This is an optimization exercise on Yosys and OpenROAD, whose aim is small area, not a production implementation. Function was checked by simulation only, so behaviour that the tests miss may differ from the original.

==> flow/design.v <==
`timescale 1ns/1ps
`default_nettype none
package sha256_pkg;
  typedef logic [32-1:0] sha256_word_t;
  typedef logic [512-1:0] sha256_block_t;
  typedef logic [256-1:0] sha256_state_t;
  typedef logic [$clog2(64)-1:0] round_idx_t;
  typedef logic [6-1:0] block_count_t;
  localparam sha256_state_t SHA256_IV = {
    32'h6a09e667, 32'hbb67ae85, 32'h3c6ef372, 32'ha54ff53a,
    32'h510e527f, 32'h9b05688c, 32'h1f83d9ab, 32'h5be0cd19
  };
  function automatic sha256_word_t sha256_k(input round_idx_t t);
    case (t)
      6'd0: sha256_k = 32'h428a2f98;
      6'd1: sha256_k = 32'h71374491;
      6'd2: sha256_k = 32'hb5c0fbcf;
      6'd3: sha256_k = 32'he9b5dba5;
      6'd4: sha256_k = 32'h3956c25b;
      6'd5: sha256_k = 32'h59f111f1;
      6'd6: sha256_k = 32'h923f82a4;
      6'd7: sha256_k = 32'hab1c5ed5;
      6'd8: sha256_k = 32'hd807aa98;
      6'd9: sha256_k = 32'h12835b01;
      6'd10: sha256_k = 32'h243185be;
      6'd11: sha256_k = 32'h550c7dc3;
      6'd12: sha256_k = 32'h72be5d74;
      6'd13: sha256_k = 32'h80deb1fe;
      6'd14: sha256_k = 32'h9bdc06a7;
      6'd15: sha256_k = 32'hc19bf174;
      6'd16: sha256_k = 32'he49b69c1;
      6'd17: sha256_k = 32'hefbe4786;
      6'd18: sha256_k = 32'h0fc19dc6;
      6'd19: sha256_k = 32'h240ca1cc;
      6'd20: sha256_k = 32'h2de92c6f;
      6'd21: sha256_k = 32'h4a7484aa;
      6'd22: sha256_k = 32'h5cb0a9dc;
      6'd23: sha256_k = 32'h76f988da;
      6'd24: sha256_k = 32'h983e5152;
      6'd25: sha256_k = 32'ha831c66d;
      6'd26: sha256_k = 32'hb00327c8;
      6'd27: sha256_k = 32'hbf597fc7;
      6'd28: sha256_k = 32'hc6e00bf3;
      6'd29: sha256_k = 32'hd5a79147;
      6'd30: sha256_k = 32'h06ca6351;
      6'd31: sha256_k = 32'h14292967;
      6'd32: sha256_k = 32'h27b70a85;
      6'd33: sha256_k = 32'h2e1b2138;
      6'd34: sha256_k = 32'h4d2c6dfc;
      6'd35: sha256_k = 32'h53380d13;
      6'd36: sha256_k = 32'h650a7354;
      6'd37: sha256_k = 32'h766a0abb;
      6'd38: sha256_k = 32'h81c2c92e;
      6'd39: sha256_k = 32'h92722c85;
      6'd40: sha256_k = 32'ha2bfe8a1;
      6'd41: sha256_k = 32'ha81a664b;
      6'd42: sha256_k = 32'hc24b8b70;
      6'd43: sha256_k = 32'hc76c51a3;
      6'd44: sha256_k = 32'hd192e819;
      6'd45: sha256_k = 32'hd6990624;
      6'd46: sha256_k = 32'hf40e3585;
      6'd47: sha256_k = 32'h106aa070;
      6'd48: sha256_k = 32'h19a4c116;
      6'd49: sha256_k = 32'h1e376c08;
      6'd50: sha256_k = 32'h2748774c;
      6'd51: sha256_k = 32'h34b0bcb5;
      6'd52: sha256_k = 32'h391c0cb3;
      6'd53: sha256_k = 32'h4ed8aa4a;
      6'd54: sha256_k = 32'h5b9cca4f;
      6'd55: sha256_k = 32'h682e6ff3;
      6'd56: sha256_k = 32'h748f82ee;
      6'd57: sha256_k = 32'h78a5636f;
      6'd58: sha256_k = 32'h84c87814;
      6'd59: sha256_k = 32'h8cc70208;
      6'd60: sha256_k = 32'h90befffa;
      6'd61: sha256_k = 32'ha4506ceb;
      6'd62: sha256_k = 32'hbef9a3f7;
      6'd63: sha256_k = 32'hc67178f2;
      default: sha256_k = 32'h00000000;
    endcase
  endfunction
  function automatic sha256_word_t rotr(input sha256_word_t x, input int n);
    rotr = (x >> n) | (x << (32 - n));
  endfunction
  function automatic sha256_word_t ch(input sha256_word_t x, y, z);
    ch = (x & y) ^ (~x & z);
  endfunction
  function automatic sha256_word_t maj(input sha256_word_t x, y, z);
    maj = (x & y) ^ (x & z) ^ (y & z);
  endfunction
  function automatic sha256_word_t big_sigma0(input sha256_word_t x);
    big_sigma0 = rotr(x, 2) ^ rotr(x, 13) ^ rotr(x, 22);
  endfunction
  function automatic sha256_word_t big_sigma1(input sha256_word_t x);
    big_sigma1 = rotr(x, 6) ^ rotr(x, 11) ^ rotr(x, 25);
  endfunction
  function automatic sha256_word_t small_sigma0(input sha256_word_t x);
    small_sigma0 = rotr(x, 7) ^ rotr(x, 18) ^ (x >> 3);
  endfunction
  function automatic sha256_word_t small_sigma1(input sha256_word_t x);
    small_sigma1 = rotr(x, 17) ^ rotr(x, 19) ^ (x >> 10);
  endfunction
endpackage
`default_nettype wire
`timescale 1ns/1ps
`default_nettype none
module message_schedule (
  input  wire logic                     clk,
  input  wire logic                     block_load,
  input  wire logic                     load,
  input  wire logic                     advance,
  input  wire sha256_pkg::sha256_block_t block,
  output sha256_pkg::sha256_word_t      w_t
);
  localparam int LAST = 16 - 1;
  sha256_pkg::sha256_block_t window;
  sha256_pkg::sha256_word_t  w_new;
  function automatic sha256_pkg::sha256_word_t word(input sha256_pkg::sha256_block_t b,
                                                    input int i);
    word = b[512 - 1 - 32*i -: 32];
  endfunction
  assign w_new = sha256_pkg::small_sigma1(word(window, LAST - 1)) + word(window, LAST - 6) +
                 sha256_pkg::small_sigma0(word(window, 1)) + word(window, 0);
  always_ff @(posedge clk or negedge block_load) begin
    if (!block_load) begin
      window <= '0;
    end else if (load) begin
      window <= block;
    end else if (advance) begin
      window <= {window[512 - 32 - 1:0], w_new};
    end
  end
  assign w_t = word(window, 0);
endmodule
`default_nettype wire
`timescale 1ns/1ps
`default_nettype none
module sha256_core (
  input  wire logic                     clk,
  input  wire logic                     block_load,
  input  wire logic                     core_start,
  input  wire sha256_pkg::sha256_block_t block,
  input  wire sha256_pkg::sha256_state_t chain_value,
  output logic                          core_done,
  output sha256_pkg::sha256_state_t     digest
);
  localparam int STATE_WORDS = 256 / 32;
  typedef enum logic [1:0] {
    CORE_IDLE,
    CORE_ROUNDS,
    CORE_FF
  } core_state_t;
  core_state_t               state;
  sha256_pkg::round_idx_t    round;
  sha256_pkg::sha256_state_t work;
  sha256_pkg::sha256_state_t work_next;
  sha256_pkg::sha256_word_t  w_t;
  sha256_pkg::sha256_word_t  t1;
  sha256_pkg::sha256_word_t  t2;
  logic                      sched_load;
  logic                      sched_advance;
  sha256_pkg::sha256_word_t  wa, wb, wc, wd, we, wf, wg, wh;
  assign {wa, wb, wc, wd, we, wf, wg, wh} = work;
  always_ff @(posedge clk or negedge block_load) begin
    if (!block_load) begin
      state <= CORE_IDLE;
      round <= '0;
    end else begin
      case (state)
        CORE_IDLE: begin
          round <= '0;
          if (core_start) state <= CORE_ROUNDS;
        end
        CORE_ROUNDS: begin
          round <= round + 1'b1;
          if (round == 6'(64 - 1)) state <= CORE_FF;
        end
        CORE_FF: state <= CORE_IDLE;
        default: state <= CORE_IDLE;
      endcase
    end
  end
  always_ff @(posedge clk) begin
    if (state == CORE_IDLE && core_start) begin
      work <= chain_value;
    end else if (state == CORE_ROUNDS) begin
      work <= work_next;
    end
  end
  always_comb begin
    t1 = wh + sha256_pkg::big_sigma1(we) + sha256_pkg::ch(we, wf, wg) +
         sha256_pkg::sha256_k(round) + w_t;
    t2 = sha256_pkg::big_sigma0(wa) + sha256_pkg::maj(wa, wb, wc);
    work_next = {t1 + t2, wa, wb, wc, wd + t1, we, wf, wg};
  end
  assign sched_load    = (state == CORE_IDLE) && !core_start;
  assign sched_advance = (state == CORE_ROUNDS);
  message_schedule u_sched (
    .clk        (clk),
    .block_load (block_load),
    .load       (sched_load),
    .advance    (sched_advance),
    .block      (block),
    .w_t        (w_t)
  );
  always_comb begin
    for (int i = 0; i < STATE_WORDS; i++) begin
      digest[i*32 +: 32] =
        work[i*32 +: 32] +
        chain_value[i*32 +: 32];
    end
  end
  assign core_done = (state == CORE_FF);
endmodule
`default_nettype wire
`timescale 1ns/1ps
`default_nettype none
module hash_chain_ctrl (
  input  wire logic                 clk,
  input  wire logic                 block_load,
  input  wire logic                 block_start,
  input  wire logic                 message_load,
  input  wire logic                 core_done,
  input  wire sha256_pkg::sha256_state_t digest,
  output logic                      core_start,
  output sha256_pkg::sha256_state_t chain_value,
  output logic                      block_ready,
  output logic                      done,
  output sha256_pkg::block_count_t  block_count
);
  typedef enum logic [1:0] {
    CTRL_IDLE,
    CTRL_HASHING,
    CTRL_COMPLETE
  } ctrl_state_t;
  ctrl_state_t state;
  logic        last_block;
  always_ff @(posedge clk or negedge block_load) begin
    if (!block_load) begin
      state       <= CTRL_IDLE;
      core_start  <= 1'b0;
      last_block  <= 1'b0;
      chain_value <= sha256_pkg::SHA256_IV;
      block_count <= '0;
    end else begin
      core_start <= 1'b0;
      case (state)
        CTRL_IDLE: begin
          if (block_start) begin
            core_start <= 1'b1;
            last_block <= !message_load;
            state      <= CTRL_HASHING;
          end
        end
        CTRL_HASHING: begin
          if (core_done) begin
            chain_value <= digest;
            block_count <= block_count + 1'b1;
            state       <= last_block ? CTRL_COMPLETE : CTRL_IDLE;
          end
        end
        CTRL_COMPLETE: state <= CTRL_COMPLETE;
        default:       state <= CTRL_IDLE;
      endcase
    end
  end
  assign block_ready = (state == CTRL_IDLE);
  assign done        = (state == CTRL_COMPLETE);
endmodule
`default_nettype wire
`timescale 1ns/1ps
`default_nettype none
module sha256_hasher (
  input  wire logic                     clk,
  input  wire logic                     block_load,
  input  wire logic                     block_start,
  input  wire logic                     message_load,
  input  wire sha256_pkg::sha256_block_t block,
  output logic                          block_ready,
  output logic                          done,
  output sha256_pkg::sha256_state_t     hash,
  output sha256_pkg::block_count_t      block_count
);
  logic          core_start;
  logic          core_done;
  sha256_pkg::sha256_state_t digest;
  hash_chain_ctrl u_ctrl (
    .clk          (clk),
    .block_load   (block_load),
    .block_start  (block_start),
    .message_load (message_load),
    .core_done    (core_done),
    .digest       (digest),
    .core_start   (core_start),
    .chain_value  (hash),
    .block_ready  (block_ready),
    .done         (done),
    .block_count  (block_count)
  );
  sha256_core u_core (
    .clk         (clk),
    .block_load  (block_load),
    .core_start  (core_start),
    .block       (block),
    .chain_value (hash),
    .core_done   (core_done),
    .digest      (digest)
  );
endmodule
`default_nettype wire
==> flow/run.sh <==
#!/bin/bash
# synth_recipe.tcl (not shown) runs the flow's synth.tcl, then flattens the netlist and writes it again
# the make line also repeats each setting of config.mk as NAME=value (left out here)
make -C /OpenROAD-flow-scripts/flow DESIGN_CONFIG=/design/flow/config.mk WORK_HOME=/design/flow/orfs CLKGATE_MAP_FILE= SYNTH_SCRIPT=/design/flow/synth_recipe.tcl finish
==> flow/config.mk <==
export PLATFORM = sky130hd
export DESIGN_NAME = sha256_hasher
export DESIGN_NICKNAME = sha256_hasher
export VERILOG_FILES = /design/flow/design.v
export SDC_FILE = /design/flow/constraint.sdc
export NUM_CORES = 4
export LEC_CHECK = 0
export CAP_MARGIN = 20
export CORE_MARGIN = 2
export CORE_UTILIZATION = 35
export PLACE_DENSITY = 0.5
export SLEW_MARGIN = 20
==> flow/constraint.sdc <==
create_clock -name core_clock -period 10.0 [get_ports {clk}]
set_input_delay 2.0000 -clock core_clock [delete_from_list [all_inputs] [get_ports {clk}]]
set_output_delay 2.0000 -clock core_clock [all_outputs]
set_load 0.01 [all_outputs]
==> run summary <==
## worst min-delay path by stage
stage,start,to,slack [ps],depth (start not counted)
floorplan,u_ctrl.state[1],u_ctrl.state[0],450,1
global placement,u_ctrl.last_block,u_ctrl.state[1],460,1
detailed placement,u_ctrl.chain_value[210],u_ctrl.chain_value[210],470,2
CTS,u_ctrl.chain_value[210],u_ctrl.chain_value[210],480,2
global route,u_ctrl.state[1],u_ctrl.state[0],500,1
finish,u_ctrl.last_block,u_ctrl.state[1],480,1
## cells in the mapped netlist (all sizes together), types with 17 or more instances
| cell type | number | area, sq um |
|---|---|---|
| clkbuf | 484 | 1820 |
| o211ai | 27 | 203 |
| o21ai | 496 | 2480 |
| o21bai | 44 | 330 |
| nor2b | 39 | 244 |
| edfxtp | 256 | 7690 |
| xnor2 | 324 | 2850 |
| buf | 35 | 133 |
| mux2i | 17 | 170 |
| o311ai | 19 | 166 |
| a221oi | 18 | 164 |
| o31ai | 33 | 248 |
| a21oi | 383 | 1920 |
| a221o | 33 | 330 |
| maj3 | 22 | 220 |
| a31oi | 517 | 3230 |
| or3 | 18 | 113 |
| mux2 | 23 | 259 |
| nor3 | 105 | 547 |
| inv | 391 | 1470 |
| ha | 391 | 4890 |
| nor2 | 784 | 2940 |
| o41ai | 21 | 221 |
| nand2b | 46 | 288 |
| fa | 195 | 3900 |
| and3 | 37 | 231 |
| o21a | 51 | 390 |
| dfrtp | 650 | 16300 |
| nand3 | 76 | 380 |
| dfstp | 136 | 3570 |
| xor2 | 257 | 2250 |
| a21o | 184 | 1380 |
| nand2 | 2029 | 7620 |
| a211oi | 46 | 345 |
| and2 | 18 | 113 |
## flip-flops by register name, summed over array words and instances (netlist names)
register	count
u_ctrl.state	2
u_core.u_sched.window	512
u_core.state	2
u_ctrl.last_block	1
u_ctrl.block_count	6
u_core.work	256
u_ctrl.chain_value	256
u_core.round	6
u_ctrl.core_start	1
## timing repair
| action | in CTS | in global routing |
|---|---|---|
| setup buffers | 0 | 4 |
| resized for setup | 0 | 3 |
| hold endpoints to repair | 0 | 0 |
| setup endpoints to repair | 0 | 3 |
## kinds of logic (layout without fill, tap and decap cells)
family / count (synthesis) / in the layout / share of synthesized area [%]
compound gates: 2016 / 2016 / 17.8
xor+xnor: 582 / 582 / 7.17
fa+ha+maj: 608 / 608 / 12.6
buf+inv: 912 / 1592 / 4.80
flops: 1042 / 1042 / 38.6
mux: 48 / 48 / 0.854
other cells: 0 / 15 / 0
simple gates: 3223 / 3223 / 18.2
## layer usage
metal  track usage (%)  share of wire, %  wire length (microns)  vias to the layer above
li1                  -                 -                      -                    30021
met1              38.2                42                 134000                    31805
met2              50.2                48                 153000                     2050
met3              4.56               5.0                  16000                      473
met4              11.7               4.4                  14000                       42
met5                 0             0.082                    260                        -
## layout make-up
type | count | share of cell area (%)
sequential | 1042 | 31.7
clock buffer | 193 | 4.45
tap | 2672 | 3.85
antenna | 15 | 0.0433
inverter | 393 | 1.70
timing repair buffer | 957 | 10.8
clock inverter | 49 | 0.747
multi-input combinational | 6477 | 46.6
## metrics by stage
step	utilization, %
6_report	42.8
5_1_grt	42.8
4_1_cts	42.8
3_5_place_dp	40.6
3_3_place_gp	40.6
2_1_floorplan	-
==> reports/metrics.csv <==
stage;metric;value;unit
outcome;run status;timing/DRC/antenna clean;
floorplan;area of the core;203000;sq um
logic_synthesis;Syn. warnings;3;
logic_synthesis;post-synthesis cell count;8431;
critical_path;Reg2Reg Launch Point;u_core.round[1];
floorplan;Die Y;456;microns
critical_path;CP Launch Point;u_core.round[1];
route;drt via density;5.46;
critical_path;worst stage delay on the critical path;550;ps
critical_path;startpoint types;flip-flop;
critical_path;Max FO, Critical Path;8;
sta;setup TNS;0;ps
logic_synthesis;Distinct cells, synth;92;
logic_synthesis;synthesized flop and latch total;1042;
place;GP Congestion;0.979;
run;Max Cap Viol;0;
route;Total Wirelength;317000;microns
sta;RSZ-0062 raised after global routing;false;
logic_synthesis;sequential area share after synthesis;38.6;%
route;number of nets with antenna violations after routing;0;
final_layout;commonest cells after routing, fill and taps aside;nand2_1, nor2_1, clkdlybuf4s50_1;
critical_path;Reg2Reg Capture Point;u_core.work[253];
sta;Rel. slew slack;23.6;%
place;I/O Buffers;779;
sta;hold_ws;480;ps
clocking;Reg clk slew, reported paths;50;ps
floorplan;Ports;780;
critical_path;most used cell, CP;fa_1;
final_layout;nets;10106;
critical_path;flop2flop setup slack;670;ps
route;via count;64391;
floorplan;full die area;208000;sq um
logic_synthesis;net count after synthesis;9533;
sta;min setup slack post-route;666;ps
sta;Slew @ Worst Pin;1150;ps
sta;Hold Vio Cnt, Final;0;
critical_path;Critical Path End;u_core.work[253];
place;Setup WS pre-CTS;468;ps
clocking;Root Driver;clkbuf_16;
clocking;CTS Sinks;1042;
logic_synthesis;ys flop type;dfrtp_1;
route;routed len/inst;26.8;microns
logic_synthesis;syn avg cell area;8.46;sq um
logic_synthesis;number of flops mapped to enable cells by yosys;256;
clocking;clock buffers created by TritonCTS;133;
min_path;Hold Crit Class;flip-flop to flip-flop;
route;drt drc;0;
sta;Peak Freq;107;MHz
clocking;Clock Latency Late Sink;830;ps
sta;clock skew;41.0;ps
logic_synthesis;asr flop ratio synth;75.4;%
global_route;number of global-route vias before repair;62992;
route;DRT Pass-1 Iters;7;
sta;minimum clock period;9330;ps
clocking;Max clock buf depth;3;
global_route;initial antenna violation count;45;
critical_path;CP max stage cell;ha_2;
final_layout;Multi-input gate area;40500;sq um
final_layout;final std cells w/o fill;11798;
final_layout;Register Area;27500;sq um
critical_path;worst setup path class;flip-flop to flip-flop;
final_layout;most common cell after layout, fill and taps aside;nand2_1;
route;Starting DRT DRC Count;5463;
place;dpl hpwl;247000;microns
clocking;CTS tree;done;
critical_path;Req. time, crit path;10560;ps
global_route;grt total ovfl;0;
logic_synthesis;Mapped Area;71400;sq um
global_route;global-route wire length before repair;454000;microns
sta;Slew Viols, Final;0;
sta;setup violators final;0;
clocking;htree depth;4;
critical_path;Worst setup EP type;flip-flop;
global_route;Tot GR Track Use;29.8;%
critical_path;CP Depth;38;
final_layout;Layout area overhead;21.6;%
floorplan;Initial Util;35.2;%
final_layout;final instance area;86800;sq um
final_layout;layout cells sized above 1;6.77;%
global_route;largest net degree at the start of global routing;224;
place;area of placed instances;82100;sq um
floorplan;Die W;456;microns
critical_path;crit path DAT;9900;ps
sta;period utilization;93.3;%
place;Placed Cells;11536;
clocking;hold buffer count at CTS;0;
critical_path;R2R depth;38;
critical_path;cell family with most CP delay;compound AO/OA/AOI/OAI gates;
critical_path;worst path buffer plus inverter count;7;
floorplan;FP Rows;165;
final_layout;Fillers;20255;

[re-timing with driven ports]
No port has a modelled driver above. Below, the same layout with a new extraction and two added sets of constraints. Step 1 assumes that a clkbuf_16 drives the clock port and a buf_2 every other input. Step 2 times the ports against the registers' clock, not the clock port: input delays grow and output delays shrink by t, the midpoint of the rising clock arrivals with the driver on. Three values: ideal, step 1, step 2; two values: the first two.
shift t [ns]: 0.909
slack for setup (ns): 0.666 / 0.666 / 0.666
worst slew at a driven data input, ns: 0.23
pins driven straight from the clock port: 1
After both steps this run still meets setup and hold. The setup slack of this run moves by 0.000 ns with the drivers and by 0.000 ns with both steps.
